Source: an optimization exercise on an open RTL-to-GDS flow (aim: small area, a short achievable clock period and few clock cycles per item). Production flows keep margins and buffers that such runs may drop. RTL that was checked went through simulation tests only; none was proved equivalent to the original. Function not checked in run 2: the RTL went through the layout flow alone. The flow treats the clock pin as an ideal source, which a real chip does not have. Power is estimated from default activity; no workload was simulated.

**design.v**
```verilog
`default_nettype none
package sp_pkg;
	localparam int ELEM_W = 9;
	localparam int LEN    = 6;
	localparam int WIDE_W = 2 * ELEM_W;
	localparam logic [ELEM_W-1:0] MODULUS = 9'd509;
	localparam logic [ELEM_W-1:0] INV_EXP = 9'd507;
	typedef logic [ELEM_W-1:0] elem_t;
	typedef logic [WIDE_W-1:0] wide_t;
	typedef elem_t [LEN-1:0] series_t;
	typedef struct packed {
		logic sort_en;
		logic inv_en;
	} mode_t;
	typedef enum logic [2:0] {
		IDLE,
		LOAD,
		INV,
		SORT,
		SUM,
		OUT
	} ctrl_state_e;
endpackage
`default_nettype wire
`default_nettype none
module inv_rom (
	input  wire logic [7:0] t,
	output logic      [8:0] y
);
	localparam logic [255:0] M0 = 256'h63ac0482aa6d4428402422ba43fd01338ae76743cde43c16302ecf8787b6ef8e;
	localparam logic [255:0] M1 = 256'h3da5f284ae325a2dfd758edb04449cc8efc10238fea0f8489e2370fa73e918e3;
	localparam logic [255:0] M2 = 256'h2ed0f134e4f604aaf816dcc2f6f65f1e2510024f274a452c0ca5e6fa025e6090;
	localparam logic [255:0] M3 = 256'h38ccc90de1a0dd33401373262dd61369980f967b43cc1e8f2db0b1c3f55d2906;
	localparam logic [255:0] M4 = 256'h2aa2c8a7015c6916a3971a3b6cc0c2616e00c9ae71449272c7a7487ea1a46d5a;
	localparam logic [255:0] M5 = 256'h3dad0661d936689470af40959d2ecc63856f1c6d9b496df4d974ba6d2d0e7dfe;
	localparam logic [255:0] M6 = 256'h2e14a5684f09a7a58726b26ca4f7636f01665b0104ca5246d5423c393d28d662;
	localparam logic [255:0] M7 = 256'h30c632dc95d6cd5705300b1181666695d1e2b3c159d6e94e4c175b6666e5c736;
	localparam logic [255:0] M8 = 256'h095a89a1043085588dd829e321355c95245548354d08cbc8354eafa605031b5a;
	assign y[0] = M0[t];
	assign y[1] = M1[t];
	assign y[2] = M2[t];
	assign y[3] = M3[t];
	assign y[4] = M4[t];
	assign y[5] = M5[t];
	assign y[6] = M6[t];
	assign y[7] = M7[t];
	assign y[8] = M8[t];
endmodule
`default_nettype wire
`default_nettype none
module sp_top (
	input  wire logic       clk,
	input  wire logic       rst_n,
	input  wire logic       in_valid,
	input  wire logic [8:0] in_data,
	input  wire logic [1:0] in_mode,
	output logic            out_valid,
	output logic [8:0]      out_data
);
	logic [2:0] cnt;
	logic       inv_en;
	logic       sort_en;
	always_ff @(posedge clk or negedge rst_n) begin
		if (!rst_n) begin
			cnt <= 3'd0;
		end else if (in_valid) begin
			cnt <= (cnt == 3'd5) ? 3'd0 : cnt + 3'd1;
		end
	end
	always_ff @(posedge clk) begin
		if (in_valid && cnt == 3'd0) begin
			inv_en  <= in_mode[0];
			sort_en <= in_mode[1];
		end
	end
	logic       va;
	logic       fold_a;
	logic [7:0] t_a;
	logic [6:0] in_inc;
	assign in_inc = in_data[7:1] + 7'd1;
	always_ff @(posedge clk or negedge rst_n) begin
		if (!rst_n) begin
			va <= 1'b0;
		end else begin
			va <= in_valid;
		end
	end
	always_ff @(posedge clk) begin
		fold_a <= in_data[8];
		t_a    <= in_data[8] ? {in_inc, in_data[0]} : ~in_data[7:0];
	end
	logic [8:0] a_b;
	logic [6:0] t_dec;
	logic [8:0] h;
	logic [7:0] h_inc;
	logic [8:0] inv_x;
	logic       vb;
	logic [8:0] ab;
	logic [8:0] bb;
	assign t_dec = t_a[7:1] - 7'd1;
	assign a_b   = fold_a ? {1'b1, t_dec, t_a[0]} : {1'b0, ~t_a};
	inv_rom u_rom (
		.t (t_a),
		.y (h)
	);
	assign h_inc = h[8:1] + 8'd1;
	assign inv_x = fold_a ? ~{h_inc, h[0]} : h;
	always_ff @(posedge clk or negedge rst_n) begin
		if (!rst_n) begin
			vb <= 1'b0;
		end else begin
			vb <= va;
		end
	end
	always_ff @(posedge clk) begin
		ab    <= a_b;
		bb    <= inv_en ? inv_x : a_b;
	end
	logic [5:0][8:0] list;
	logic [5:0][8:0] s_sr;
	logic [5:0]      moves;
	logic            out_active;
	logic [2:0]      phase;
	logic [8:0]      s_new;
	function automatic logic le9(input logic [8:0] x, input logic [8:0] y);
		logic r;
		r = 1'b1;
		for (int i = 0; i < 9; i++) begin
			r = (~x[i] & y[i]) | (~(x[i] & ~y[i]) & r);
		end
		le9 = r;
	endfunction
	function automatic logic [8:0] add509(input logic [8:0] x, input logic [8:0] y);
		logic [9:0] sum;
		logic [9:0] sum3;
		sum    = {1'b0, x} + {1'b0, y};
		sum3   = {1'b0, x} + {1'b0, y} + 10'd3;
		add509 = sum3[9] ? sum3[8:0] : sum[8:0];
	endfunction
	always_comb begin
		moves[0] = 1'b1;
		for (int p = 1; p < 6; p++) begin
			moves[p] = out_active || !sort_en || (32'(phase) <= 5 - p) || le9(list[p], bb);
		end
	end
	always_ff @(posedge clk) begin
		for (int p = 0; p < 6; p++) begin
			if (out_active || (vb && moves[p])) begin
				if (p < 5) begin
					list[p] <= moves[p+1] ? list[p+1] : bb;
				end else begin
					list[p] <= bb;
				end
			end
		end
	end
	logic [10:0] s_t0;
	logic [11:0] s_t1;
	logic [11:0] s_t2;
	assign s_t0  = {2'b00, ab} + {1'b0, bb, 1'b0};
	assign s_t1  = {3'b000, ab} + {2'b00, bb, 1'b0} - 12'd509;
	assign s_t2  = {3'b000, ab} + {2'b00, bb, 1'b0} - 12'd1018;
	assign s_new = !s_t2[11] ? s_t2[8:0] : (!s_t1[11] ? s_t1[8:0] : s_t0[8:0]);
	always_ff @(posedge clk) begin
		if (vb || out_active) begin
			s_sr <= {s_new, s_sr[5:1]};
		end
	end
	logic       last_ins;
	logic [8:0] e_list;
	logic [8:0] e_new;
	assign last_ins = vb && (phase == 3'd5);
	assign e_list   = add509(s_sr[1], list[1]);
	assign e_new    = add509(s_sr[1], bb);
	always_ff @(posedge clk or negedge rst_n) begin
		if (!rst_n) begin
			out_active <= 1'b0;
			phase      <= 3'd0;
			out_valid  <= 1'b0;
			out_data   <= 9'd0;
		end else begin
			if (vb) begin
				if (phase == 3'd5) begin
					out_active <= 1'b1;
					phase      <= 3'd0;
				end else begin
					phase <= phase + 3'd1;
				end
			end else if (out_active) begin
				if (phase == 3'd4) begin
					out_active <= 1'b0;
					phase      <= 3'd0;
				end else begin
					phase <= phase + 3'd1;
				end
			end
			out_valid <= last_ins || out_active;
			if (last_ins) begin
				out_data <= moves[1] ? e_list : e_new;
			end else if (out_active) begin
				out_data <= e_list;
			end else begin
				out_data <= 9'd0;
			end
		end
	end
endmodule
`default_nettype wire
```
**flow/run.sh**
```bash
#!/bin/bash
# Layout flow: the standard synthesis, its combinational logic re-mapped by ABC
# (registers untouched), then the standard flow from floorplan to finish.
set -euo pipefail
WORK=$(pwd)
R=$WORK/orfs/results/$FLOW_PLATFORM/sp_top/base
ABC_SCRIPT=${ABC_SCRIPT:-delay.abc}
ABC_D=${ABC_D:-2500}
MARGIN=${MARGIN:-7}
bash standard.sh $R/1_2_yosys.v > $WORK/log_synth.txt 2>&1
cp $R/1_2_yosys.v $WORK/std_netlist.v
LIB=$FLOW_HOME/platforms/$FLOW_PLATFORM/lib/sky130_fd_sc_hd__tt_025C_1v80.lib \
  IN_V=$WORK/std_netlist.v OUT_V=$WORK/resyn_netlist.v ABC_SCRIPT=$WORK/flow/$ABC_SCRIPT ABC_D=$ABC_D \
  yosys -c $WORK/flow/resyn.tcl > $WORK/log_resyn.txt 2>&1
cp $WORK/resyn_netlist.v $R/1_2_yosys.v
touch $R/1_2_yosys.v
CTS="-sink_clustering_enable -repair_clock_nets -dont_use_dummy_load -buf_list sky130_fd_sc_hd__clkbuf_8"
bash standard.sh SETUP_SLACK_MARGIN=$MARGIN "CTS_ARGS=$CTS" finish > $WORK/log_finish.txt 2>&1
```
**flow/delay.abc**
```
strash
dch -f
map -D 1400
buffer -p
upsize -D 1400
dnsize -D 1400
topo
stime -p
```
**flow/resyn.tcl**
```tcl
# Re-maps the combinational logic of the standard synthesis netlist with ABC.
# Registers stay the instances the standard synthesis made (same names and cells).
# env: IN_V, OUT_V, LIB, ABC_SCRIPT, ABC_D
yosys -import
set lib $::env(LIB)
read_liberty -ignore_miss_func $lib
read_verilog -defer $::env(IN_V)
hierarchy -top $::env(FLOW_TOP)
setattr -mod -set keep_hierarchy 1 sky130_fd_sc_hd__df* sky130_fd_sc_hd__edf* sky130_fd_sc_hd__dl* sky130_fd_sc_hd__sdf*
flatten
opt_clean -purge
tee -o $::env(OUT_V).pre.stat stat
set cf [open $::env(OUT_V).constr w]
puts $cf "set_driving_cell sky130_fd_sc_hd__buf_1"
puts $cf "set_load 5"
close $cf
abc -constr $::env(OUT_V).constr -liberty $lib -dont_use sky130_fd_sc_hd__probe_p_8 -dont_use sky130_fd_sc_hd__probec_p_8 -dont_use sky130_fd_sc_hd__lpflow_* -script $::env(ABC_SCRIPT) -D $::env(ABC_D)
opt_clean -purge
setundef -zero
splitnets
opt_clean -purge
hilomap -singleton -hicell sky130_fd_sc_hd__conb_1 HI -locell sky130_fd_sc_hd__conb_1 LO
insbuf -buf sky130_fd_sc_hd__buf_4 A X
tee -o $::env(OUT_V).stat stat -liberty $lib
select $::env(FLOW_TOP)
write_verilog -noattr -nohex -nodec -selected $::env(OUT_V)
```
**standard.sh**
```bash
#!/bin/bash
# synth_recipe.tcl (not shown) runs the flow's synth.tcl, then flattens the netlist and writes it again
# the make line also repeats each setting of config.mk as NAME=value (left out here)
make -C /OpenROAD-flow-scripts/flow DESIGN_CONFIG=/design/flow/config.mk WORK_HOME=/design/flow/orfs CLKGATE_MAP_FILE= SYNTH_SCRIPT=/design/flow/synth_recipe.tcl "${@:-finish}"
```
**config.mk**
```make
export PLATFORM = sky130hd
export DESIGN_NAME = sp_top
export DESIGN_NICKNAME = sp_top
export VERILOG_FILES = /design/flow/design.v
export SDC_FILE = /design/flow/constraint.sdc
export NUM_CORES = 4
export LEC_CHECK = 0
export CAP_MARGIN = 20
export CORE_MARGIN = 2
export CORE_UTILIZATION = 40
export SLEW_MARGIN = 20
```
**constraint.sdc**
```tcl
create_clock -name core_clock -period 10.0 [get_ports {clk}]
set_input_delay 2.0000 -clock core_clock [delete_from_list [all_inputs] [get_ports {clk}]]
set_output_delay 2.0000 -clock core_clock [all_outputs]
set_load 0.01 [all_outputs]
```
==> summary.txt, run 1 <==
Pwr
  – Leak pwr: 4.75 nW
  – Sequential cell fraction of total power: 34.6%
  – Power share of the combinational group: 54.7%
  – P_int: 1.64 mW
  – Worst VDD drop: 0.000126 V
  – Pwr/cell area: 283 nW/um2
  – Psw: 1.56 mW
  – Sw frac: 48.7%
  – Clk pwr share: 10.8%

Worst setup path
  – Setup crit start kind: flip-flop
  – CP Capture Point: bb[8]$_DFF_P_
  – Crit Path Max Fanout: 24
  – Crit Reg-Reg Endpoint: bb[8]$_DFF_P_
  – Arrival time at the worst endpoint: 3.31 ns
  – Critical path required time: 10.31 ns
  – Cells on worst reg2reg path: 16
  – CP Capture Type: flip-flop
  – Crit path launch: t_a[1]$_DFF_P_
  – WS Path Type: flip-flop to flip-flop
  – R2R setup slack: 7.00 ns
  – R2r startpoint: t_a[1]$_DFF_P_

Yosys
  – Syn Nets: 1417
  – Synth Instances: 1403
  – Synth Warn #: 1
  – Syn_area_per_cell: 7.15 um2
  – Post-Syn Area: 10000 um2

Detailed routing
  – Vias per cell: 6.41
  – First-pass DRT Iterations: 8
  – 1st-iter DRT viols: 1663
  – DRC Markers: 0
  – Routed WL: 44000 um
  – DRT antenna net count: 0
  – Routed vias: 11300
  – Routed WL per cell: 25.0 um

Timing
  – Tmin final: 3.00 ns
  – RSZ-0062 raised after global routing: true
  – Final hold vios: 0
  – Final Slew Violations: 0
  – Final worst path period share: 30.0%
  – Setup violators final: 0
  – Slew margin rel.: 32.6%
  – Setup TNS: 0 ns
  – Clock skew: 0.0354 ns
  – FMAX: 334 MHz
  – Worst Tran Pin Value: 1.01 ns

GRT
  – Initial antenna violation count: 0
  – First-pass GRT wire length: 65200 um
  – Largest net degree at the start of global routing: 49
  – Vias in the first global route: 10600
  – Overflow after GRT: 0
  – Gr usage total: 33.5%

Placed design
  – Placed Area: 10500 um2
  – DP Wirelength: 32400 um
  – PortBufs: 23
  – GP Congestion: 1.12

Floorplan
  – Core Box Area: 24500 um2
  – Ports: 24
  – Die width: 162 um
  – Row count: 57
  – Die height: 162 um
  – Starting density of the core: 41.0%
  – Full die area: 26400 um2

Status
  – Outcome: no timing/DRC/antenna violations

Worst hold path
  – Hold path depth: 0
  – Hold Crit Class: flip-flop to flip-flop

Job
  – Max-Cap Viols: 0

CTS
  – CTS max path bufs: 2
  – CTS Buf Count: 17
  – Worst-path clk slew: 0.09 ns
  – Clk Latency, worst-skew pair: 0.45 ns
  – CTS tree: done
  – H-tree depth: 4
  – CTS Hold Bufs: 0
  – Clock Sink Count: 138
  – Clock Tree Root: clkbuf_8

Finish
  – Area delta synth->final: 12.7%
  – Antenna Cells: 0
  – Nets: 1450
  – Share of cells above drive strength 1: 12.8%
  – Commonest non-fill, non-tap cell in the layout: nand2_1
  – Final Cell Area: 11300 um2
  – Most frequent cells in the layout: nand2_1 (255), nor2_1 (183), inv_1 (125)
==> metrics by stage <==
step | util (%) | hold WS, ns | std cells | total power [mW] | setup WS [ns]
floorplan | - | 0.331 | 1403 | 2.25 | 7.21
global placement | 43.1 | 0.341 | 1715 | 2.74 | 6.24
detailed placement | 43.1 | 0.343 | 1715 | 2.75 | 6.42
CTS | 44.6 | 0.347 | 1737 | 3.10 | 6.97
global route | 46.2 | 0.357 | 1758 | 3.44 | 6.92
finish | 46.2 | 0.333 | 1758 | 3.20 | 7.00
==> worst min path at each step <==
stage                 startpoint      endpoint
detailed placement  va$_DFF_PN0_  vb$_DFF_PN0_
finish              va$_DFF_PN0_  vb$_DFF_PN0_
global route        va$_DFF_PN0_  vb$_DFF_PN0_
CTS                 va$_DFF_PN0_  vb$_DFF_PN0_
global placement    va$_DFF_PN0_  vb$_DFF_PN0_
floorplan           va$_DFF_PN0_  vb$_DFF_PN0_
==> flip-flops by register name, summed over array words and instances (netlist names) <==
| register | cells |
|---|---|
| out_valid | 1 |
| out_active | 1 |
| sort_en | 1 |
| out_data | 9 |
| cnt | 3 |
| list | 45 |
| vb | 1 |
| phase | 3 |
| bb | 9 |
| va | 1 |
| s_sr | 45 |
| inv_en | 1 |
| ab | 9 |
| fold_a | 1 |
| t_a | 8 |
==> worst max-delay path: stages (launching register included) <==
cell	delay, ns
dfxtp_1	0.34
buf_8	0.27
inv_4	0.16
nand2_4	0.22
nand2_2	0.17
nor2_2	0.21
inv_1	0.09
nand2_1	0.13
nand2_1	0.12
o311ai_0	0.13
nand3_1	0.20
a21oi_1	0.24
nor2_2	0.09
nor3b_1	0.18
nand4_1	0.11
o211ai_1	0.10
nand2_1	0.07
==> final cells by class <==
type	count	area [um2]
Timing Repair Buffer	67	578
Sequential cell	138	3790
Fill cell	2520	13200
Tap cell	324	405
Multi-Input combinational cell	1071	5720
Clock buffer	17	234
Inverter	141	572
==> metal layers <==
metal / vias up / part of all wire [%] / track usage (%)
li1: 5026 / - / -
met1: 5246 / 39 / 42.6
met2: 778 / 42 / 50.5
met3: 223 / 12 / 9.63
met4: 0 / 7.0 / 19.9
met5: - / 0 / 0
==> power groups by stage <==
stage | combinational (mW) | clock (mW) | sequential [mW]
finish | 1.75 | 0.345 | 1.11
CTS | 1.65 | 0.353 | 1.10
floorplan | 1.20 | 0 | 1.05
global route | 1.94 | 0.374 | 1.13
global placement | 1.64 | 0 | 1.10
detailed placement | 1.64 | 0 | 1.11
==> timing repair <==
action | 4_1_cts | 5_1_grt
hold endpoints to repair | 0 | 0
setup endpoints to repair | 82 | 62
pin swaps | 2 | 6
gates resized for setup | 89 | 74
buffers inserted | 5 | 20
cloned | 0 | 1
Testbench counts, summed over its fixed seeds: cycles 2,504, jobs 192.
==> run 2: changes to the inputs <==
--- a/design.v
+++ b/design.v
@@ -96,7 +96,9 @@
 	logic [8:0] inv_x;
 	logic       vb;
 	logic [8:0] ab;
+	logic [8:0] bi;
 	logic [8:0] bb;
+	assign bb = inv_en ? bi : ab;
 	assign t_dec = t_a[7:1] - 7'd1;
 	assign a_b   = fold_a ? {1'b1, t_dec, t_a[0]} : {1'b0, ~t_a};
 	inv_rom u_rom (
@@ -114,7 +116,7 @@
 	end
 	always_ff @(posedge clk) begin
 		ab    <= a_b;
-		bb    <= inv_en ? inv_x : a_b;
+		bi    <= inv_x;
 	end
 	logic [5:0][8:0] list;
 	logic [5:0][8:0] s_sr;
--- a/flow/run.sh
+++ b/flow/run.sh
@@ -15,4 +15,4 @@
 cp $WORK/resyn_netlist.v $R/1_2_yosys.v
 touch $R/1_2_yosys.v
 CTS="-sink_clustering_enable -repair_clock_nets -dont_use_dummy_load -buf_list sky130_fd_sc_hd__clkbuf_8"
-bash standard.sh SETUP_SLACK_MARGIN=$MARGIN "CTS_ARGS=$CTS" finish > $WORK/log_finish.txt 2>&1
+bash standard.sh SETUP_SLACK_MARGIN=$MARGIN "CTS_ARGS=$CTS" "BUFFER_PORTS_ARGS=-buffer_cell sky130_fd_sc_hd__buf_2" finish > $WORK/log_finish.txt 2>&1
==> run 2 against run 1 <==
Still clean on timing, DRC and antenna. Sequential power hardly changed. Combinational power is 38% higher. Setup slack worse by 0.060 ns. Non-clock buffer count is 78 higher. Synthesized cell count is 4.3% higher. Critical path depth is 1 lower. Clock-buffer cell count stayed put.
==> summary.txt, run 2 <==
Status
  – Outcome: no timing/DRC/antenna violations (unchanged)

Placed design
  – Placed Area: 10900 um2 (was 10500 um2)
  – Cell total after placement: 1786 (was 1715)
  – PortBufs: 23 (unchanged)
  – Worst slack, placed: 5.79 ns (was 6.42 ns)
  – DP Wirelength: 31600 um (was 32400 um)
  – GP Congestion: 1.06 (was 1.12)

CTS
  – Clk Latency, worst-skew pair: 0.46 ns (was 0.45 ns)
  – CTS tree: done (unchanged)
  – CTS max path bufs: 2 (unchanged)
  – Clock Tree Root: clkbuf_8 (unchanged)
  – Worst-path clk slew: 0.09 ns (about the same)
  – H-tree depth: 4 (unchanged)
  – CTS Buf Count: 17 (unchanged)
  – CTS Hold Bufs: 0 (unchanged)
  – Clock Sink Count: 138 (unchanged)

GRT
  – Most Crowded Layer GR: met2 (unchanged)
  – Met3 Use GR: 8.06% (was 9.63%)
  – GR Layer Usage met1: 41.1% (was 42.6%)
  – Vias in the first global route: 11000 (was 10600)
  – GRT met2 Usage: 46.2% (was 50.5%)
  – Gr usage total: 31.2% (was 33.5%)
  – Overflow after GRT: 0 (unchanged)
  – Initial antenna violation count: 0 (unchanged)
  – First-pass GRT wire length: 66100 um (was 65200 um)
  – Largest net degree at the start of global routing: 55 (was 49)

Timing
  – Final setup margin: 6.94 ns (was 7.00 ns)
  – RSZ-0062 raised after global routing: true (unchanged)
  – Worst Tran Pin Value: 1.33 ns (was 1.01 ns)
  – Clock skew: 0.0428 ns (was 0.0354 ns)
  – Fin Hold WS: 0.358 ns (was 0.333 ns)
  – Slew margin rel.: 11.3% (was 32.6%)
  – Tmin final: 3.06 ns (was 3.00 ns)
  – Setup TNS: 0 ns (unchanged)
  – Final hold vios: 0 (unchanged)
  – Final worst path period share: 30.6% (was 30.0%)
  – FMAX: 327 MHz (was 334 MHz)
  – Setup violators final: 0 (unchanged)
  – Final Slew Violations: 0 (unchanged)

Worst setup path
  – CP Capture Point: s_sr[51]$_DFFE_PP_ (was bb[8]$_DFF_P_)
  – Peak per-stage delay on the critical path: 0.44 ns (was 0.34 ns)
  – R2R setup slack: 6.94 ns (was 7.00 ns)
  – Delay-heaviest family, CP: simple AND/OR/NAND/NOR gates (unchanged)
  – Crit Reg-Reg Endpoint: s_sr[51]$_DFFE_PP_ (was bb[8]$_DFF_P_)
  – CP Capture Type: flip-flop (unchanged)
  – Worst path depth: 15 (was 16)
  – WS Path Type: flip-flop to flip-flop (unchanged)
  – CP bufs+invs: 2 (was 3)
  – R2r startpoint: inv_en$_DFFE_PP_ (was t_a[1]$_DFF_P_)
  – Cells on worst reg2reg path: 15 (was 16)
  – Slowest CP cell: edfxtp_1 (was dfxtp_1)
  – Crit Path Max Fanout: 10 (was 24)
  – Crit path launch: inv_en$_DFFE_PP_ (was t_a[1]$_DFF_P_)
  – Chain of cells forming the critical path: buf_6, buf_12, o21ai_4, nand2_4, a21oi_4, nand4_1, a31o_1, nand2_2, nand3_2, a21oi_2, nand4_1, nand2_4, nand3_2, nand2_1, nand2_1 (was buf_8, inv_4, nand2_4, nand2_2, nor2_2, inv_1, nand2_1, nand2_1, o311ai_0, nand3_1, a21oi_1, nor2_2, nor3b_1, nand4_1, o211ai_1, nand2_1)
  – Critical path required time: 10.17 ns (was 10.31 ns)
  – Arrival time at the worst endpoint: 3.23 ns (was 3.31 ns)
  – Setup crit start kind: flip-flop (unchanged)

Floorplan
  – Full die area: 27600 um2 (was 26400 um2)
  – Row count: 59 (was 57)
  – Die width: 166 um (was 162 um)
  – Die height: 166 um (was 162 um)
  – Core Box Area: 25900 um2 (was 24500 um2)
  – Ports: 24 (unchanged)
  – Starting density of the core: 40.6% (was 41.0%)

Finish
  – Nets: 1591 (was 1450)
  – Fill cell count: 2522 (was 2520)
  – Final Cell Area: 13100 um2 (was 11300 um2)
  – Share of cells above drive strength 1: 22.9% (was 12.8%)
  – Antenna Cells: 0 (unchanged)
  – Most frequent cells in the layout: nand2_1 (291), inv_1 (130), nor2_1 (123) (was nand2_1 (255), nor2_1 (183), inv_1 (125))
  – Top Registers: list: 45 flops, s_sr: 45 flops (unchanged)
  – Area delta synth->final: 24.7% (was 12.7%)
  – Commonest non-fill, non-tap cell in the layout: nand2_1 (unchanged)
  – Fin cells: 1910 (was 1758)

Worst hold path
  – Hold Crit Class: flip-flop to flip-flop (unchanged)
  – HP Start: va$_DFF_PN0_ (unchanged)

Pwr
  – Clk pwr share: 9.1% (was 10.8%)
  – Pwr/cell area: 298 nW/um2 (was 283 nW/um2)
  – Worst VDD drop: 0.000266 V (was 0.000126 V)
  – Power share of the combinational group: 62.0% (was 54.7%)
  – Leak pwr: 5.54 nW (was 4.75 nW)
  – P_int: 1.97 mW (was 1.64 mW)
  – Sequential cell fraction of total power: 29.0% (was 34.6%)
  – Sw frac: 49.6% (was 48.7%)
  – Psw: 1.94 mW (was 1.56 mW)

Detailed routing
  – DRT antenna net count: 0 (unchanged)
  – 1st-iter DRT viols: 1577 (was 1663)
  – First-pass DRT Iterations: 6 (was 8)
  – Vias per cell: 6.34 (was 6.41)
  – Routed WL: 46300 um (was 44000 um)
  – DRC Markers: 0 (unchanged)
  – Routed WL per cell: 24.2 um (was 25.0 um)
  – Routed vias: 12100 (was 11300)

Yosys
  – Syn_area_per_cell: 7.18 um2 (was 7.15 um2)
  – Syn Nets: 1478 (was 1417)
  – Synth Instances: 1464 (was 1403)
  – Post-Syn Area: 10500 um2 (was 10000 um2)
  – Synth Warn #: 1 (unchanged)

Job
  – Max-Cap Viols: 0 (unchanged)
run 2: final cells by class:
class / count / area, um2 / area share (%)
well taps: 335 / 419 / 3.20
repair inverters: 2 / 12.5 / 0.0954
clock buffers: 17 / 234 / 1.78
multi-input cells: 1125 / 6780 / 51.7
flip-flops and latches: 138 / 3790 / 28.9
inverters: 148 / 597 / 4.55
repair buffers: 145 / 1280 / 9.75
run 2: how the worst min path moves through the flow:
stage / end / slack [ns] / cells past startpoint
after floorplan: vb$_DFF_PN0_ / 0.33 / 0
after global placement: vb$_DFF_PN0_ / 0.33 / 0
after detailed placement: vb$_DFF_PN0_ / 0.34 / 0
after CTS: vb$_DFF_PN0_ / 0.36 / 0
after global routing: vb$_DFF_PN0_ / 0.35 / 0
final: vb$_DFF_PN0_ / 0.36 / 0
run 2: timing repair:
item,4_1_cts,5_1_grt
setup buffers,25,73
gates cloned,1,8
pin swaps,9,49
hold endpoints to repair,0,0
setup endpoints to repair,104,80
resized for setup,93,151
run 2: worst reg2reg max path, stage by stage (launching register included):
cell      delay, ns
edfxtp_1       0.44
buf_6          0.15
buf_12         0.14
o21ai_4        0.30
nand2_4        0.13
a21oi_4        0.18
nand4_1        0.20
a31o_1         0.29
nand2_2        0.10
nand3_2        0.10
a21oi_2        0.16
nand4_1        0.22
nand2_4        0.21
nand3_2        0.09
nand2_1        0.07
nand2_1        0.04
run 2: through the flow:
step	utilization (%)	power [mW]
CTS	45.2	3.42
detailed placement	42.3	2.96
global route	50.6	4.16
floorplan	-	2.43
finish	50.6	3.91
global placement	42.3	2.96
run 2: power by group through the flow:
| stage | Sequential [mW] | Clock [mW] | Combinational (mW) |
|---|---|---|---|
| floorplan | 1.06 | 0 | 1.37 |
| finish | 1.13 | 0.354 | 2.42 |
| CTS | 1.12 | 0.356 | 1.95 |
| global route | 1.16 | 0.379 | 2.62 |
| detailed placement | 1.13 | 0 | 1.83 |
| global placement | 1.13 | 0 | 1.83 |
run 2: routing by layer:
| layer | wire length [um] | vias to the layer above |
|---|---|---|
| li1 | - | 5470 |
| met1 | 18300 | 5604 |
| met2 | 19800 | 813 |
| met3 | 5200 | 223 |
| met4 | 2980 | 0 |
| met5 | 0 | - |
==> run 3: changes to the inputs <==
--- a/design.v
+++ b/design.v
@@ -96,9 +96,7 @@
 	logic [8:0] inv_x;
 	logic       vb;
 	logic [8:0] ab;
-	logic [8:0] bi;
 	logic [8:0] bb;
-	assign bb = inv_en ? bi : ab;
 	assign t_dec = t_a[7:1] - 7'd1;
 	assign a_b   = fold_a ? {1'b1, t_dec, t_a[0]} : {1'b0, ~t_a};
 	inv_rom u_rom (
@@ -116,7 +114,7 @@
 	end
 	always_ff @(posedge clk) begin
 		ab    <= a_b;
-		bi    <= inv_x;
+		bb    <= inv_en ? inv_x : a_b;
 	end
 	logic [5:0][8:0] list;
 	logic [5:0][8:0] s_sr;
--- a/flow/run.sh
+++ b/flow/run.sh
@@ -6,7 +6,7 @@
 R=$WORK/orfs/results/$FLOW_PLATFORM/sp_top/base
 ABC_SCRIPT=${ABC_SCRIPT:-delay.abc}
 ABC_D=${ABC_D:-2500}
-MARGIN=${MARGIN:-7}
+MARGIN=${MARGIN:-6.9}
 bash standard.sh $R/1_2_yosys.v > $WORK/log_synth.txt 2>&1
 cp $R/1_2_yosys.v $WORK/std_netlist.v
 LIB=$FLOW_HOME/platforms/$FLOW_PLATFORM/lib/sky130_fd_sc_hd__tt_025C_1v80.lib \
==> run 3 against run 2 <==
Synthesized cell count fell by 4.2%. Largest power group unchanged. Combinational power fell by about 30%. Still clean. Clock-buffer cell count did not move. Flip-flop and latch count did not move. Register-to-register slack got worse by 0.09 ns. Worst hold slack improved by 0.011 ns. Via count fell by 8.8%. First-iteration DRC count fell by 5.3%. Final cell count fell by 8.9%.
==> summary.txt, run 3 <==
Status
  – Outcome: no timing/DRC/antenna violations (unchanged)

GRT
  – First-pass GRT wire length: 62900 um (was 66100 um)
  – Vias in the first global route: 10300 (was 11000)
  – Overflow after GRT: 0 (unchanged)
  – Largest net degree at the start of global routing: 49 (was 55)
  – Initial antenna violation count: 0 (unchanged)
  – Gr usage total: 32.2% (was 31.2%)

Finish
  – FF/Latch Area: 3790 um2 (about the same)
  – Fin util: 44.8% (was 50.6%)
  – Commonest non-fill, non-tap cell in the layout: nand2_1 (unchanged)
  – Top Registers: list: 45 flops, s_sr: 45 flops (unchanged)
  – Fin cells: 1740 (was 1910)
  – Multi-input logic area: 5620 um2 (was 6780 um2)
  – Share of cells above drive strength 1: 10.6% (was 22.9%)
  – Nets: 1432 (was 1591)
  – Antenna Cells: 0 (unchanged)
  – Most frequent cells in the layout: nand2_1 (265), nor2_1 (185), inv_1 (130) (was nand2_1 (291), inv_1 (130), nor2_1 (123))
  – Fill cell count: 2509 (was 2522)
  – Area delta synth->final: 9.29% (was 24.7%)

Placed design
  – Cell total after placement: 1713 (was 1786)
  – GP Congestion: 1.10 (was 1.06)
  – DP Wirelength: 31700 um (was 31600 um)
  – PortBufs: 23 (unchanged)

Worst hold path
  – HP Start: va$_DFF_PN0_ (unchanged)
  – Hold Crit Endpoint: vb$_DFF_PN0_ (unchanged)
  – Hold Crit Class: flip-flop to flip-flop (unchanged)
  – Hold path depth: 0 (unchanged)

Yosys
  – Syn Nets: 1417 (was 1478)
  – Post-Syn Area: 10000 um2 (was 10500 um2)
  – Syn_area_per_cell: 7.15 um2 (was 7.18 um2)
  – Synth Warn #: 1 (unchanged)
  – Synth Instances: 1403 (was 1464)

Detailed routing
  – DRC Markers: 0 (unchanged)
  – Routed vias: 11000 (was 12100)
  – Routed WL per cell: 24.5 um (was 24.2 um)
  – First-pass DRT Iterations: 7 (was 6)
  – Routed WL: 42600 um (was 46300 um)
  – 1st-iter DRT viols: 1494 (was 1577)
  – DRT antenna net count: 0 (unchanged)
  – Vias per cell: 6.35 (was 6.34)

Worst setup path
  – CP Capture Type: flip-flop (unchanged)
  – Setup crit start kind: flip-flop (unchanged)
  – R2r startpoint: t_a[4]$_DFF_P_ (was inv_en$_DFFE_PP_)
  – Arrival time at the worst endpoint: 3.50 ns (was 3.23 ns)
  – Cells on worst reg2reg path: 14 (was 15)
  – R2R setup slack: 6.86 ns (was 6.94 ns)
  – Crit Reg-Reg Endpoint: bb[4]$_DFF_P_ (was s_sr[51]$_DFFE_PP_)
  – Critical path required time: 10.36 ns (was 10.17 ns)
  – WS Path Type: flip-flop to flip-flop (unchanged)
  – Crit Path Max Fanout: 33 (was 10)

Timing
  – Final worst path period share: 31.4% (was 30.6%)
  – Worst Tran Pin Value: 0.999 ns (was 1.33 ns)
  – Setup TNS: 0 ns (unchanged)
  – Tmin final: 3.14 ns (was 3.06 ns)
  – FMAX: 318 MHz (was 327 MHz)
  – Slew margin rel.: 33.4% (was 11.3%)
  – Clock skew: 0.0467 ns (was 0.0428 ns)
  – Final Slew Violations: 0 (unchanged)
  – Final hold vios: 0 (unchanged)
  – RSZ-0062 raised after global routing: true (unchanged)
  – Setup violators final: 0 (unchanged)

Pwr
  – Pwr/cell area: 287 nW/um2 (was 298 nW/um2)
  – Leak pwr: 4.65 nW (was 5.54 nW)
  – Worst VDD drop: 0.000119 V (was 0.000266 V)

Floorplan
  – Full die area: 26400 um2 (was 27600 um2)
  – Die height: 162 um (was 166 um)
  – Ports: 24 (unchanged)
  – Die width: 162 um (was 166 um)
  – Row count: 57 (was 59)
  – Starting density of the core: 41.0% (was 40.6%)
  – Core Box Area: 24500 um2 (was 25900 um2)

Job
  – Max-Cap Viols: 0 (unchanged)

CTS
  – CTS Buf Count: 17 (unchanged)
  – Clk Latency, worst-skew pair: 0.46 ns (about the same)
  – Clock Tree Root: clkbuf_8 (unchanged)
  – CTS max path bufs: 2 (unchanged)
  – CTS tree: done (unchanged)
  – Worst-path clk slew: 0.10 ns (was 0.09 ns)
  – Clock Sink Count: 138 (unchanged)
  – H-tree depth: 4 (unchanged)
## run 3: how the worst max path moves through the flow
stage,depth (start not counted),to,startpoint,slack [ns]
global placement,12,bb[7]$_DFF_P_,t_a[2]$_DFF_P_,6.43
floorplan,6,t_a[7]$_DFF_P_,in_data[2],7.21
global route,14,bb[7]$_DFF_P_,t_a[0]$_DFF_P_,6.84
finish,14,bb[4]$_DFF_P_,t_a[4]$_DFF_P_,6.86
CTS,15,bb[8]$_DFF_P_,t_a[2]$_DFF_P_,6.83
detailed placement,12,bb[7]$_DFF_P_,t_a[2]$_DFF_P_,6.58
## run 3: worst max-delay path, stage by stage (launching register included)
cell	delay (ns)
dfxtp_1	0.32
buf_8	0.19
inv_1	0.08
buf_4	0.40
nand2_1	0.25
o21ai_0	0.13
o22ai_1	0.10
o21ai_0	0.48
o311ai_1	0.23
nand3_1	0.21
nand2_1	0.11
nand2_1	0.09
o21ai_1	0.08
or2_1	0.24
a31oi_1	0.13
## run 3: per-stage QoR
stage                     area, um2  total power, mW  worst slack, ns  hold WS, ns
after floorplan               10000             2.25             7.21        0.331
after global placement        10400             2.73             6.43        0.344
after detailed placement      10400             2.72             6.58        0.343
after CTS                     10700             3.09             6.83        0.376
after global routing          11000             3.38             6.84        0.378
final                         11000             3.15             6.86        0.369
## run 3: repair_timing
action,in CTS,in global routing
pin swaps,1,2
buffers inserted,2,8
endpoints found under the setup margin,36,53
gates resized for setup,22,63
hold buffers,0,0
## run 3: report_power, final
group	internal [mW]	switching (mW)
clock	0.150	0.195
sequential	0.941	0.173
combinational	0.530	1.16
## run 3: metal layers
metal / global-route usage (%) / wire [um] / vias to the layer above / share of wire (%)
li1: - / - / 4992 / -
met1: 40.3 / 16700 / 5108 / 39
met2: 51.0 / 18600 / 753 / 44
met3: 7.46 / 4480 / 188 / 11
met4: 18.4 / 2810 / 0 / 6.6
met5: 0 / 0 / - / 0
## run 3: final cells by class
cell class / instances / share of cell area, %
multi-input cells: 1070 / 51.3
flip-flops and latches: 138 / 34.6
inverters: 141 / 5.00
well taps: 324 / 3.70
repair buffers: 50 / 3.26
clock buffers: 17 / 2.13
Testbench counts of run 3, summed over its fixed seeds: cycles 2,504, jobs 192.
==> run 4: changes to the inputs <==
--- a/flow/run.sh
+++ b/flow/run.sh
@@ -6,7 +6,7 @@
 R=$WORK/orfs/results/$FLOW_PLATFORM/sp_top/base
 ABC_SCRIPT=${ABC_SCRIPT:-delay.abc}
 ABC_D=${ABC_D:-2500}
-MARGIN=${MARGIN:-6.9}
+MARGIN=${MARGIN:-7}
 bash standard.sh $R/1_2_yosys.v > $WORK/log_synth.txt 2>&1
 cp $R/1_2_yosys.v $WORK/std_netlist.v
 LIB=$FLOW_HOME/platforms/$FLOW_PLATFORM/lib/sky130_fd_sc_hd__tt_025C_1v80.lib \
==> run 4 against run 3 <==
Still clean. Worst hold slack got worse by 0.0014 ns. Synthesized cell count did not move. Cell area up 1.4%. Global-route usage hardly changed. Critical path depth is 1 lower. Highest routed layer unchanged. Combinational power hardly changed. Register-to-register slack gained 0.12 ns. Flip-flop and latch count did not move. Sequential power hardly changed. Wire length increased by 0.30%. Area after synthesis did not move. Non-clock buffer count rose by 6.
==> summary.txt, run 4 <==
Status
  – Outcome: no timing/DRC/antenna violations (unchanged)

Placed design
  – GP Congestion: 1.10 (unchanged)
  – DP Wirelength: 31700 um (unchanged)
  – Cell total after placement: 1713 (unchanged)
  – PortBufs: 23 (unchanged)
  – Worst slack, placed: 6.58 ns (unchanged)
  – Placed Area: 10400 um2 (unchanged)

Detailed routing
  – First-pass DRT Iterations: 10 (was 7)
  – Routed vias: 11100 (was 11000)
  – 1st-iter DRT viols: 1463 (was 1494)
  – DRT antenna net count: 0 (unchanged)
  – DRC Markers: 0 (unchanged)
  – Vias per cell: 6.37 (was 6.35)
  – Routed WL: 42700 um (was 42600 um)
  – Routed WL per cell: 24.5 um (about the same)

Pwr
  – Worst VDD drop: 0.000115 V (was 0.000119 V)
  – P_int: 1.63 mW (was 1.62 mW)
  – PnR Total Power: 3.17 mW (was 3.15 mW)
  – Power share of the combinational group: 54.1% (was 53.7%)
  – Psw: 1.54 mW (was 1.53 mW)
  – Leak pwr: 4.69 nW (was 4.65 nW)
  – Clk pwr share: 10.8% (was 11.0%)
  – Sw frac: 48.6% (was 48.5%)
  – Pwr/cell area: 286 nW/um2 (was 287 nW/um2)
  – Sequential cell fraction of total power: 35.1% (was 35.4%)

Worst setup path
  – Setup crit start kind: flip-flop (unchanged)
  – R2R setup slack: 6.97 ns (was 6.86 ns)
  – Most common cell on crit path: nand3_1 (was nand2_1)
  – Cells on worst reg2reg path: 13 (was 14)
  – Chain of cells forming the critical path: buf_12, nand2_1, nor2_1, nor2_1, a21oi_1, a211oi_1, o211ai_1, nand3_1, nand3_1, nand4_1, nand2_1, o2111ai_1, nand3_1 (was buf_8, inv_1, buf_4, nand2_1, o21ai_0, o22ai_1, o21ai_0, o311ai_1, nand3_1, nand2_1, nand2_1, o21ai_1, or2_1, a31oi_1)
  – WS Path Type: flip-flop to flip-flop (unchanged)
  – Crit path launch: t_a[2]$_DFF_P_ (was t_a[4]$_DFF_P_)
  – Crit Reg-Reg Endpoint: bb[7]$_DFF_P_ (was bb[4]$_DFF_P_)
  – Critical path required time: 10.32 ns (was 10.36 ns)
  – Crit Path Max Fanout: 32 (was 33)
  – Arrival time at the worst endpoint: 3.34 ns (was 3.50 ns)
  – CP Capture Point: bb[7]$_DFF_P_ (was bb[4]$_DFF_P_)
  – CP Capture Type: flip-flop (unchanged)
  – Peak per-stage delay on the critical path: 0.45 ns (was 0.48 ns)
  – Slowest CP cell: a211oi_1 (was o21ai_0)
  – R2r startpoint: t_a[2]$_DFF_P_ (was t_a[4]$_DFF_P_)

Floorplan
  – Die height: 162 um (unchanged)
  – Die width: 162 um (unchanged)
  – Core Box Area: 24500 um2 (unchanged)
  – Row count: 57 (unchanged)
  – Ports: 24 (unchanged)
  – Full die area: 26400 um2 (unchanged)
  – Starting density of the core: 41.0% (unchanged)

Timing
  – Final hold vios: 0 (unchanged)
  – FMAX: 330 MHz (was 318 MHz)
  – Slew margin rel.: 33.8% (was 33.4%)
  – RSZ-0062 raised after global routing: true (unchanged)
  – Setup TNS: 0 ns (unchanged)
  – Final worst path period share: 30.3% (was 31.4%)
  – Tmin final: 3.03 ns (was 3.14 ns)
  – Worst Tran Pin Value: 0.993 ns (was 0.999 ns)
  – Setup violators final: 0 (unchanged)
  – Fin Hold WS: 0.368 ns (was 0.369 ns)
  – Clock skew: 0.0450 ns (was 0.0467 ns)
  – Final setup margin: 6.97 ns (was 6.86 ns)
  – Final Slew Violations: 0 (unchanged)

Yosys
  – Post-Syn Area: 10000 um2 (unchanged)
  – Synth Warn #: 1 (unchanged)
  – Syn_area_per_cell: 7.15 um2 (unchanged)
  – Synth Instances: 1403 (unchanged)
  – Syn Nets: 1417 (unchanged)

CTS
  – Worst-path clk slew: 0.10 ns (about the same)
  – CTS Buf Count: 17 (unchanged)
  – CTS max path bufs: 2 (unchanged)
  – Clock Sink Count: 138 (unchanged)
  – CTS tree: done (unchanged)
  – H-tree depth: 4 (unchanged)
  – Clock Tree Root: clkbuf_8 (unchanged)
  – Clk Latency, worst-skew pair: 0.46 ns (about the same)
  – CTS Hold Bufs: 0 (unchanged)

GRT
  – Largest net degree at the start of global routing: 49 (unchanged)
  – Vias in the first global route: 10300 (about the same)
  – Overflow after GRT: 0 (unchanged)
  – Gr usage total: 32.2% (about the same)
  – Initial antenna violation count: 0 (unchanged)
  – First-pass GRT wire length: 62900 um (about the same)

Worst hold path
  – Hold Crit Class: flip-flop to flip-flop (unchanged)

Finish
  – Fin util: 45.4% (was 44.8%)
  – Most frequent cells in the layout: nand2_1 (260), nor2_1 (179), inv_1 (127) (was nand2_1 (265), nor2_1 (185), inv_1 (130))
  – Area delta synth->final: 10.8% (was 9.29%)
  – Nets: 1438 (was 1432)
  – Final Cell Area: 11100 um2 (was 11000 um2)
  – Commonest non-fill, non-tap cell in the layout: nand2_1 (unchanged)
  – Share of cells above drive strength 1: 12.2% (was 10.6%)
  – Fin cells: 1746 (was 1740)
  – Antenna Cells: 0 (unchanged)
  – Top Registers: list: 45 flops, s_sr: 45 flops (unchanged)

Job
  – Max-Cap Viols: 0 (unchanged)
run 4: area by class of cell:
cell class,instances,area [um2]
inverters,141,558
well taps,324,405
clock buffers,17,234
flip-flops and latches,138,3790
repair buffers,56,435
multi-input cells,1070,5690
fillers,2506,13300
run 4: what timing repair did:
action                                  4_1_cts  5_1_grt
endpoints found under the setup margin       62       32
resized for setup                            41       78
buffers inserted                              2       14
pin swaps                                     1        3
run 4: how the worst min path moves through the flow:
stage | from | to | slack [ns] | cells after the start
2_1_floorplan | va$_DFF_PN0_ | vb$_DFF_PN0_ | 0.33 | 0
3_3_place_gp | va$_DFF_PN0_ | vb$_DFF_PN0_ | 0.34 | 0
3_5_place_dp | va$_DFF_PN0_ | vb$_DFF_PN0_ | 0.34 | 0
4_1_cts | va$_DFF_PN0_ | vb$_DFF_PN0_ | 0.38 | 0
5_1_grt | va$_DFF_PN0_ | vb$_DFF_PN0_ | 0.38 | 0
6_report | va$_DFF_PN0_ | vb$_DFF_PN0_ | 0.37 | 0
run 4: power by group through the flow:
| stage | combinational (mW) | sequential (mW) | clock, mW |
|---|---|---|---|
| after floorplan | 1.20 | 1.05 | 0 |
| after detailed placement | 1.60 | 1.12 | 0 |
| after global routing | 1.89 | 1.14 | 0.375 |
| after global placement | 1.61 | 1.11 | 0 |
| final | 1.72 | 1.11 | 0.344 |
| after CTS | 1.63 | 1.11 | 0.354 |
run 4: critical path, delay by kind of cell, from the launching register on:
family	cells	cell delay [ns]
compound gates	4	0.91
simple gates	8	1.48
flops	1	0.33
buf+inv	1	0.19
run 4: per-layer routing:
layer | vias up | routed length, um | track usage (%)
li1 | 5001 | - | -
met1 | 5173 | 16800 | 40.4
met2 | 764 | 18800 | 51.2
met3 | 182 | 4440 | 7.38
met4 | 0 | 2610 | 18.2
met5 | - | 0 | 0
==> run 5: changes to the inputs <==
--- a/flow/run.sh
+++ b/flow/run.sh
@@ -15,4 +15,4 @@
 cp $WORK/resyn_netlist.v $R/1_2_yosys.v
 touch $R/1_2_yosys.v
 CTS="-sink_clustering_enable -repair_clock_nets -dont_use_dummy_load -buf_list sky130_fd_sc_hd__clkbuf_8"
-bash standard.sh SETUP_SLACK_MARGIN=$MARGIN "CTS_ARGS=$CTS" "BUFFER_PORTS_ARGS=-buffer_cell sky130_fd_sc_hd__buf_2" finish > $WORK/log_finish.txt 2>&1
+bash standard.sh SETUP_SLACK_MARGIN=$MARGIN "CTS_ARGS=$CTS" "BUFFER_PORTS_ARGS=-buffer_cell sky130_fd_sc_hd__buf_2" POST_CTS_TCL=$WORK/flow/skew.tcl finish > $WORK/log_finish.txt 2>&1
==> flow/skew.tcl (new file) <==
# Sourced at the end of CTS (POST_CTS_TCL). Delays the clock of the bb
# registers, which take the inverse table's result, by one small clock buffer
# per leaf clock net: the table path into bb is the longest between
# registers, and the paths out of bb have time to spare. No register on an
# input or output path is touched.
set block [ord::get_db_block]
set master [[ord::get_db] findMaster sky130_fd_sc_hd__clkbuf_1]
array set groups {}
foreach inst [$block getInsts] {
  if {[string match {bb\[*} [$inst getName]]} {
    set net [[$inst findITerm CLK] getNet]
    lappend groups([$net getName]) $inst
  }
}
set k 0
foreach netname [lsort [array names groups]] {
  set net [$block findNet $netname]
  set buf [odb::dbInst_create $block $master "skew_bb_buf_$k"]
  set newnet [odb::dbNet_create $block "skew_bb_clk_$k"]
  $newnet setSigType CLOCK
  [$buf findITerm A] connect $net
  [$buf findITerm X] connect $newnet
  set first [lindex $groups($netname) 0]
  set loc [$first getLocation]
  $buf setLocation [lindex $loc 0] [lindex $loc 1]
  $buf setPlacementStatus PLACED
  foreach f $groups($netname) {
    set it [$f findITerm CLK]
    $it disconnect
    $it connect $newnet
  }
  puts "skew: clkbuf_1 on $netname for [llength $groups($netname)] bb registers"
  incr k
}
global_connect
detailed_placement
check_placement -verbose
estimate_parasitics -placement
report_checks -path_delay max -group_path_count 5 -format end
==> run 5 against run 4 <==
Flip-flop and latch count unchanged. Critical path depth is the same. Area after synthesis stayed put. Combinational power about the same. Critical endpoint unchanged. Largest cell class unchanged. Highest routed layer unchanged.
==> summary.txt, run 5 <==
Timing
  – Slew margin rel.: 33.8% (unchanged)
  – Fin Hold WS: 0.368 ns (unchanged)
  – Clock skew: 0.0450 ns (about the same)
  – Setup violators final: 0 (unchanged)
  – Tmin final: 3.02 ns (was 3.03 ns)
  – RSZ-0062 raised after global routing: true (unchanged)
  – Worst Tran Pin Value: 0.993 ns (unchanged)
  – Setup TNS: 0 ns (unchanged)
  – Final worst path period share: 30.2% (was 30.3%)
  – Final Slew Violations: 0 (unchanged)
  – Final hold vios: 0 (unchanged)
  – FMAX: 331 MHz (was 330 MHz)

Finish
  – Share of cells above drive strength 1: 12.2% (unchanged)
  – Fin cells: 1746 (unchanged)
  – Antenna Cells: 0 (unchanged)
  – Area delta synth->final: 10.8% (unchanged)
  – Most frequent cells in the layout: nand2_1 (260), nor2_1 (179), inv_1 (127) (unchanged)
  – Commonest non-fill, non-tap cell in the layout: nand2_1 (unchanged)
  – Top Registers: list: 45 flops, s_sr: 45 flops (unchanged)
  – Nets: 1438 (unchanged)
  – Fin util: 45.4% (unchanged)

Yosys
  – Post-Syn Area: 10000 um2 (unchanged)
  – Synth Instances: 1403 (unchanged)
  – Syn Nets: 1417 (unchanged)
  – Synth Warn #: 1 (unchanged)
  – Syn_area_per_cell: 7.15 um2 (unchanged)

GRT
  – Overflow after GRT: 0 (unchanged)
  – Initial antenna violation count: 0 (unchanged)
  – Gr usage total: 32.2% (unchanged)
  – Largest net degree at the start of global routing: 49 (unchanged)
  – First-pass GRT wire length: 62900 um (unchanged)
  – Vias in the first global route: 10300 (unchanged)

Worst setup path
  – R2r startpoint: t_a[2]$_DFF_P_ (unchanged)
  – CP Capture Point: bb[7]$_DFF_P_ (unchanged)
  – Critical path required time: 10.32 ns (about the same)
  – Crit path launch: t_a[2]$_DFF_P_ (unchanged)
  – Arrival time at the worst endpoint: 3.33 ns (was 3.34 ns)
  – Crit Path Max Fanout: 32 (unchanged)
  – WS Path Type: flip-flop to flip-flop (unchanged)
  – CP Capture Type: flip-flop (unchanged)
  – Setup crit start kind: flip-flop (unchanged)
  – Cells on worst reg2reg path: 13 (unchanged)
  – Crit Reg-Reg Endpoint: bb[7]$_DFF_P_ (unchanged)
  – R2R setup slack: 6.98 ns (was 6.97 ns)

Detailed routing
  – Vias per cell: 6.36 (was 6.37)
  – Routed vias: 11100 (about the same)
  – Routed WL: 42700 um (about the same)
  – DRC Markers: 0 (unchanged)
  – Routed WL per cell: 24.5 um (about the same)
  – First-pass DRT Iterations: 10 (unchanged)
  – DRT antenna net count: 0 (unchanged)
  – 1st-iter DRT viols: 1462 (was 1463)

Floorplan
  – Starting density of the core: 41.0% (unchanged)
  – Die width: 162 um (unchanged)
  – Core Box Area: 24500 um2 (unchanged)
  – Die height: 162 um (unchanged)
  – Full die area: 26400 um2 (unchanged)
  – Row count: 57 (unchanged)
  – Ports: 24 (unchanged)

Status
  – Outcome: no timing/DRC/antenna violations (unchanged)

Pwr
  – Worst VDD drop: 0.000115 V (about the same)
  – Leak pwr: 4.69 nW (unchanged)
  – Pwr/cell area: 286 nW/um2 (about the same)

Job
  – Max-Cap Viols: 0 (unchanged)

Placed design
  – PortBufs: 23 (unchanged)
  – GP Congestion: 1.10 (unchanged)
  – Cell total after placement: 1713 (unchanged)
  – DP Wirelength: 31700 um (unchanged)

CTS
  – Clock Sink Count: 138 (unchanged)
  – Clk Latency, worst-skew pair: 0.46 ns (about the same)
  – Worst-path clk slew: 0.10 ns (about the same)
  – CTS tree: done (unchanged)

Worst hold path
  – Hold Crit Class: flip-flop to flip-flop (unchanged)
[run 5: cell counts in the layout (fill, tap and decap cells not counted)]
No cell type changed its count.
[run 5: power breakdown]
part / switching (mW) / total, mW / internal (mW)
sequential: 0.173 / 1.11 / 0.940
clock: 0.194 / 0.344 / 0.150
combinational: 1.17 / 1.72 / 0.542
[run 5: per-stage QoR]
stage	total power [mW]	setup slack, ns	area [um2]
floorplan	2.25	7.21	10000
global placement	2.73	6.43	10400
detailed placement	2.72	6.58	10400
global route	3.41	6.97	11100
finish	3.17	6.98	11100
[run 5: routing by layer]
metal / track usage, % / part of all wire [%] / wire (um) / up-vias
met3: 7.38 / 10 / 4420 / 182
met5: 0 / 0 / 0 / -
met4: 18.2 / 6.1 / 2610 / 0
met1: 40.4 / 39 / 16800 / 5168
li1: - / - / - / 5002
met2: 51.2 / 44 / 18800 / 756
[run 5: area by class of cell, clock buffers not listed]
cell class                      count  area [um2]
Fill cell                        2506       13300
Multi-Input combinational cell   1070        5690
Sequential cell                   138        3790
Inverter                          141         558
Timing Repair Buffer               56         435
Tap cell                          324         405
[run 5: worst min path at each step]
stage                            start           end  slack (ns)  depth (start not counted)
after floorplan           va$_DFF_PN0_  vb$_DFF_PN0_        0.33                          0
after global placement    va$_DFF_PN0_  vb$_DFF_PN0_        0.34                          0
after detailed placement  va$_DFF_PN0_  vb$_DFF_PN0_        0.34                          0
after global routing      va$_DFF_PN0_  vb$_DFF_PN0_        0.38                          0
final                     va$_DFF_PN0_  vb$_DFF_PN0_        0.37                          0
[run 5: critical path, stage by stage, from the launching register on]
cell	delay [ns]
dfxtp_1	0.33
buf_12	0.19
nand2_1	0.24
nor2_1	0.11
nor2_1	0.44
a21oi_1	0.22
a211oi_1	0.45
o211ai_1	0.13
nand3_1	0.11
nand3_1	0.16
nand4_1	0.21
nand2_1	0.09
o2111ai_1	0.11
nand3_1	0.11
==> run 6: changes to the inputs <==
==> flow/skew.tcl (replaced) <==
# Sourced at the end of CTS (POST_CTS_TCL). Delays the clock of the bb
# registers, which take the inverse table's result, by one small clock buffer
# per leaf clock net, placed at the centre of its registers: the table path into bb is the longest between
# registers, and the paths out of bb have time to spare. No register on an
# input or output path is touched.
set block [ord::get_db_block]
set master [[ord::get_db] findMaster sky130_fd_sc_hd__clkbuf_4]
array set groups {}
foreach inst [$block getInsts] {
  if {[regexp {^bb\\?\[} [$inst getName]]} {
    set net [[$inst findITerm CLK] getNet]
    lappend groups([$net getName]) $inst
  }
}
set k 0
foreach netname [lsort [array names groups]] {
  set net [$block findNet $netname]
  set buf [odb::dbInst_create $block $master "skew_bb_buf_$k"]
  set newnet [odb::dbNet_create $block "skew_bb_clk_$k"]
  $newnet setSigType CLOCK
  [$buf findITerm A] connect $net
  [$buf findITerm X] connect $newnet
  # at the centre of its registers
  set sx 0
  set sy 0
  foreach f $groups($netname) {
    set loc [$f getLocation]
    set sx [expr {$sx + [lindex $loc 0]}]
    set sy [expr {$sy + [lindex $loc 1]}]
  }
  set nf [llength $groups($netname)]
  $buf setLocation [expr {$sx / $nf}] [expr {$sy / $nf}]
  $buf setPlacementStatus PLACED
  foreach f $groups($netname) {
    set it [$f findITerm CLK]
    $it disconnect
    $it connect $newnet
  }
  puts "skew: clkbuf_4 on $netname for [llength $groups($netname)] bb registers"
  incr k
}
global_connect
detailed_placement
check_placement -verbose
estimate_parasitics -placement
report_checks -path_delay max -group_path_count 5 -format end
==> run 6 against run 5 <==
Still clean. Maximum frequency is essentially flat. Register-to-register slack barely moved. Sequential power about the same. Final cell count is essentially flat. Largest cell class unchanged. Largest power group unchanged.
==> summary.txt, run 6 <==
Pwr
  – Sw frac: 48.4% (was 48.6%)
  – P_int: 1.65 mW (was 1.63 mW)
  – Sequential cell fraction of total power: 34.8% (was 35.1%)
  – PnR Total Power: 3.21 mW (was 3.17 mW)
  – Worst VDD drop: 0.000123 V (was 0.000115 V)
  – Pwr/cell area: 290 nW/um2 (was 286 nW/um2)
  – Psw: 1.55 mW (was 1.54 mW)
  – Power share of the combinational group: 53.7% (was 54.1%)
  – Clk pwr share: 11.5% (was 10.8%)
  – Leak pwr: 4.69 nW (about the same)

Detailed routing
  – Vias per cell: 6.36 (about the same)
  – First-pass DRT Iterations: 7 (was 10)
  – Routed WL: 42800 um (was 42700 um)
  – 1st-iter DRT viols: 1488 (was 1462)
  – DRC Markers: 0 (unchanged)
  – Routed vias: 11100 (about the same)
  – DRT antenna net count: 0 (unchanged)
  – Routed WL per cell: 24.5 um (about the same)

CTS
  – Clk Latency, worst-skew pair: 0.59 ns (was 0.46 ns)
  – CTS tree: done (unchanged)
  – Clock Sink Count: 138 (unchanged)
  – Worst-path clk slew: 0.10 ns (about the same)

Placed design
  – PortBufs: 23 (unchanged)
  – GP Congestion: 1.10 (unchanged)
  – DP Wirelength: 31700 um (unchanged)
  – Cell total after placement: 1713 (unchanged)
  – Placed Area: 10400 um2 (unchanged)

Timing
  – Final hold vios: 0 (unchanged)
  – Clock skew: 0.178 ns (was 0.0450 ns)
  – Final Slew Violations: 0 (unchanged)
  – Setup TNS: 0 ns (unchanged)
  – FMAX: 332 MHz (was 331 MHz)
  – Slew margin rel.: 32.9% (was 33.8%)
  – Setup violators final: 0 (unchanged)
  – RSZ-0062 raised after global routing: true (unchanged)
  – Final worst path period share: 30.2% (about the same)
  – Worst Tran Pin Value: 1.01 ns (was 0.993 ns)
  – Tmin final: 3.02 ns (about the same)
  – Fin Hold WS: 0.368 ns (about the same)

Floorplan
  – Core Box Area: 24500 um2 (unchanged)
  – Die height: 162 um (unchanged)
  – Starting density of the core: 41.0% (unchanged)
  – Full die area: 26400 um2 (unchanged)
  – Row count: 57 (unchanged)
  – Ports: 24 (unchanged)
  – Die width: 162 um (unchanged)

Job
  – Max-Cap Viols: 0 (unchanged)

Yosys
  – Post-Syn Area: 10000 um2 (unchanged)
  – Syn_area_per_cell: 7.15 um2 (unchanged)
  – Synth Instances: 1403 (unchanged)
  – Synth Warn #: 1 (unchanged)
  – Syn Nets: 1417 (unchanged)

Finish
  – Share of cells above drive strength 1: 11.6% (was 12.2%)
  – Antenna Cells: 0 (unchanged)
  – Top Registers: list: 45 flops, s_sr: 45 flops (unchanged)
  – Area delta synth->final: 10.3% (was 10.8%)
  – Fin cells: 1747 (was 1746)
  – Final Cell Area: 11100 um2 (about the same)
  – Commonest non-fill, non-tap cell in the layout: nand2_1 (unchanged)
  – Nets: 1439 (was 1438)
  – Most frequent cells in the layout: nand2_1 (263), nor2_1 (183), inv_1 (130) (was nand2_1 (260), nor2_1 (179), inv_1 (127))

GRT
  – Vias in the first global route: 10300 (about the same)
  – Largest net degree at the start of global routing: 49 (unchanged)
  – Initial antenna violation count: 0 (unchanged)
  – First-pass GRT wire length: 63200 um (was 62900 um)
  – Overflow after GRT: 0 (unchanged)
  – Gr usage total: 32.3% (was 32.2%)

Worst setup path
  – CP Capture Type: flip-flop (unchanged)
  – WS Path Type: flip-flop to flip-flop (unchanged)
  – Critical path required time: 10.46 ns (was 10.32 ns)
  – Crit Path Max Fanout: 32 (unchanged)
  – Arrival time at the worst endpoint: 3.48 ns (was 3.33 ns)
  – Setup crit start kind: flip-flop (unchanged)

Status
  – Outcome: no timing/DRC/antenna violations (unchanged)

Worst hold path
  – Hold Crit Class: flip-flop to flip-flop (unchanged)
## run 6: path summary, 6_finish.rpt
path	startpoint	endpoint	slack [ns]	cells past startpoint
max in group asynchronous	rst_n	out_valid$_DFF_PN0_	8.15	1
hold / removal	va$_DFF_PN0_	vb$_DFF_PN0_	0.37	0
min in group asynchronous	rst_n	va$_DFF_PN0_	1.48	1
setup reg to reg	t_a[2]$_DFF_P_	bb[7]$_DFF_P_	6.98	13
setup / recovery	t_a[2]$_DFF_P_	bb[7]$_DFF_P_	6.98	13
hold reg to reg	va$_DFF_PN0_	vb$_DFF_PN0_	0.37	0
## run 6: power groups by stage
| stage | logic (mW) | clock network, mW | registers, mW |
|---|---|---|---|
| 5_1_grt | 1.90 | 0.401 | 1.14 |
| 2_1_floorplan | 1.20 | 0 | 1.05 |
| 3_3_place_gp | 1.61 | 0 | 1.11 |
| 6_report | 1.72 | 0.369 | 1.12 |
| 3_5_place_dp | 1.60 | 0 | 1.12 |
## run 6: cell type report, clock buffers not listed
class | count | area [um2]
Buffer | 4 | 30.0
Fill cell | 2503 | 13400
Inverter | 141 | 546
Multi-Input combinational cell | 1070 | 5660
Sequential cell | 138 | 3800
Tap cell | 324 | 405
Timing Repair Buffer | 53 | 385
## run 6: per-layer routing
metal / vias up / track usage [%] / wire, um
met3: 205 / 7.61 / 4680
met1: 5168 / 40.5 / 16600
li1: 5000 / - / -
met4: 0 / 17.5 / 2800
met5: - / 0 / 0
met2: 734 / 51.7 / 18700
## run 6: through the flow
stage	util, %	worst slack, ns
finish	45.2	6.98
global route	45.2	6.97
detailed placement	42.6	6.58
global placement	42.6	6.43
floorplan	-	7.21
## run 6: worst max-delay path: stages, from the launching register on
cell and delay, ns:
dfxtp_1 0.31, clkbuf_8 0.26, nand2_1 0.27, nor2_1 0.11
nor2_1 0.47, a21oi_1 0.23, a211oi_1 0.46, o211ai_1 0.13
nand3_1 0.10, nand3_1 0.16, nand4_1 0.21, nand2_1 0.09
o2111ai_1 0.11, nand3_1 0.12
==> run 7: changes to the inputs <==
--- a/flow/run.sh
+++ b/flow/run.sh
@@ -6,7 +6,7 @@
 R=$WORK/orfs/results/$FLOW_PLATFORM/sp_top/base
 ABC_SCRIPT=${ABC_SCRIPT:-delay.abc}
 ABC_D=${ABC_D:-2500}
-MARGIN=${MARGIN:-7}
+MARGIN=${MARGIN:-7.1}
 bash standard.sh $R/1_2_yosys.v > $WORK/log_synth.txt 2>&1
 cp $R/1_2_yosys.v $WORK/std_netlist.v
 LIB=$FLOW_HOME/platforms/$FLOW_PLATFORM/lib/sky130_fd_sc_hd__tt_025C_1v80.lib \
==> run 7 against run 6 <==
Still clean. Setup slack better by 0.083 ns. Sequential share of layout area is 0.57 points lower. Flip-flop and latch count stayed put. Wire length is 0.11% lower. Register-to-register slack better by 0.11 ns. Combinational power hardly changed. Via count is 0.22% higher. Area after synthesis stayed put. Global-route usage hardly changed. Largest cell class unchanged. Largest power group unchanged. Highest routed layer unchanged.
==> summary.txt, run 7 <==
GRT
  – Gr usage total: 32.3% (about the same)
  – Overflow after GRT: 0 (unchanged)
  – Largest net degree at the start of global routing: 49 (unchanged)
  – Initial antenna violation count: 0 (unchanged)
  – Vias in the first global route: 10300 (about the same)
  – First-pass GRT wire length: 63100 um (was 63200 um)

Finish
  – Antenna Cells: 0 (unchanged)
  – Nets: 1446 (was 1439)
  – Area delta synth->final: 12.2% (was 10.3%)
  – Top Registers: list: 45 flops, s_sr: 45 flops (unchanged)
  – Share of cells above drive strength 1: 13.1% (was 11.6%)
  – Most frequent cells in the layout: nand2_1 (259), nor2_1 (179), inv_1 (127) (was nand2_1 (263), nor2_1 (183), inv_1 (130))
  – Fill cell count: 2490 (was 2503)
  – Commonest non-fill, non-tap cell in the layout: nand2_1 (unchanged)

Worst setup path
  – CP Capture Point: out_data[8] (was bb[7]$_DFF_P_)
  – R2R setup slack: 7.09 ns (was 6.98 ns)
  – Slowest CP cell: dfrtp_1 (was nor2_1)
  – Cells on worst reg2reg path: 10 (was 13)
  – Arrival time at the worst endpoint: 0.93 ns (was 3.48 ns)
  – WS Path Type: flip-flop to primary output (was flip-flop to flip-flop)
  – Crit Path Max Fanout: 1 (was 32)
  – CP Capture Type: primary output (was flip-flop)
  – Delay-heaviest family, CP: flip-flops (was simple AND/OR/NAND/NOR gates)
  – Crit Reg-Reg Endpoint: bb[7]$_DFF_P_ (unchanged)
  – Peak per-stage delay on the critical path: 0.38 ns (was 0.47 ns)
  – R2r startpoint: t_a[7]$_DFF_P_ (was t_a[2]$_DFF_P_)
  – Chain of cells forming the critical path: buf_6 (was clkbuf_8, nand2_1, nor2_1, nor2_1, a21oi_1, a211oi_1, o211ai_1, nand3_1, nand3_1, nand4_1, nand2_1, o2111ai_1, nand3_1)
  – Crit path launch: out_data[8]$_DFF_PN0_ (was t_a[2]$_DFF_P_)
  – CP bufs+invs: 1 (unchanged)
  – Critical path required time: 8.00 ns (was 10.46 ns)
  – Worst path depth: 1 (was 13)
  – Setup crit start kind: flip-flop (unchanged)

Status
  – Outcome: no timing/DRC/antenna violations (unchanged)

Floorplan
  – Core Box Area: 24500 um2 (unchanged)
  – Ports: 24 (unchanged)
  – Die width: 162 um (unchanged)
  – Die height: 162 um (unchanged)
  – Starting density of the core: 41.0% (unchanged)
  – Full die area: 26400 um2 (unchanged)
  – Row count: 57 (unchanged)

Timing
  – Setup TNS: 0 ns (unchanged)
  – Setup violators final: 0 (unchanged)
  – Clock skew: 0.177 ns (was 0.178 ns)
  – Final worst path period share: 29.3% (was 30.2%)
  – FMAX: 341 MHz (was 332 MHz)
  – Worst Tran Pin Value: 1.00 ns (was 1.01 ns)
  – Slew margin rel.: 33.3% (was 32.9%)
  – Tmin final: 2.93 ns (was 3.02 ns)
  – RSZ-0062 raised after global routing: true (unchanged)
  – Final hold vios: 0 (unchanged)
  – Final Slew Violations: 0 (unchanged)

Yosys
  – Syn Nets: 1417 (unchanged)
  – Synth Warn #: 1 (unchanged)
  – Synth Instances: 1403 (unchanged)
  – Post-Syn Area: 10000 um2 (unchanged)
  – Syn_area_per_cell: 7.15 um2 (unchanged)

Pwr
  – Worst VDD drop: 0.000122 V (was 0.000123 V)
  – Leak pwr: 4.75 nW (was 4.69 nW)
  – Pwr/cell area: 288 nW/um2 (was 290 nW/um2)
  – PnR Total Power: 3.23 mW (was 3.21 mW)

Detailed routing
  – 1st-iter DRT viols: 1335 (was 1488)
  – DRC Markers: 0 (unchanged)
  – Routed vias: 11100 (about the same)
  – Routed WL: 42700 um (was 42800 um)
  – DRT antenna net count: 0 (unchanged)
  – First-pass DRT Iterations: 6 (was 7)
  – Routed WL per cell: 24.4 um (was 24.5 um)
  – Vias per cell: 6.35 (was 6.36)

Placed design
  – PortBufs: 23 (unchanged)
  – GP Congestion: 1.10 (unchanged)
  – DP Wirelength: 31700 um (unchanged)

CTS
  – Worst-path clk slew: 0.10 ns (about the same)
  – Clock Sink Count: 138 (unchanged)
  – Clk Latency, worst-skew pair: 0.59 ns (about the same)
  – CTS tree: done (unchanged)

Worst hold path
  – HP Start: va$_DFF_PN0_ (unchanged)
  – Hold Crit Class: flip-flop to flip-flop (unchanged)

Job
  – Max-Cap Viols: 0 (unchanged)
-- run 7: area by class of cell, clock buffers not listed --
class | instances | area [um2] | area share [%]
repair buffers | 60 | 474 | 4.22
flip-flops and latches | 138 | 3800 | 33.8
multi-input cells | 1070 | 5740 | 51.0
well taps | 324 | 405 | 3.60
inverters | 141 | 564 | 5.02
plain buffers | 4 | 30.0 | 0.267
-- run 7: worst min path at each step --
| stage | depth (start not counted) | endpoint |
|---|---|---|
| after floorplan | 0 | vb$_DFF_PN0_ |
| after global placement | 0 | vb$_DFF_PN0_ |
| after detailed placement | 0 | vb$_DFF_PN0_ |
| after global routing | 0 | vb$_DFF_PN0_ |
| final | 0 | vb$_DFF_PN0_ |
-- run 7: through the flow --
stage               std cells  worst slack [ns]  area (um2)  hold slack, ns  utilization [%]
floorplan                1403              7.21       10000           0.331                -
global placement         1713              6.43       10400           0.344             42.6
detailed placement       1713              6.58       10400           0.343             42.6
global route             1754              7.02       11200           0.378             46.0
finish                   1754              7.07       11200           0.369             46.0
-- run 7: layer usage --
layer	track usage, %	wire length (um)
met1	40.5	16900
met5	0	0
met4	17.8	2610
met3	7.49	4290
met2	51.6	18900
-- run 7: power breakdown --
group | total, mW | switching [mW] | internal, mW
Clock | 0.369 | 0.201 | 0.167
Combinational | 1.75 | 1.19 | 0.561
Sequential | 1.11 | 0.172 | 0.942

Check on run 7: ideal ports give 7.067 ns setup slack; a clkbuf_16 on the clock port and buf_2 on the inputs give 7.021 ns; moving port delays by the midpoint clock arrival (0.545 ns) as well gives 6.864 ns.
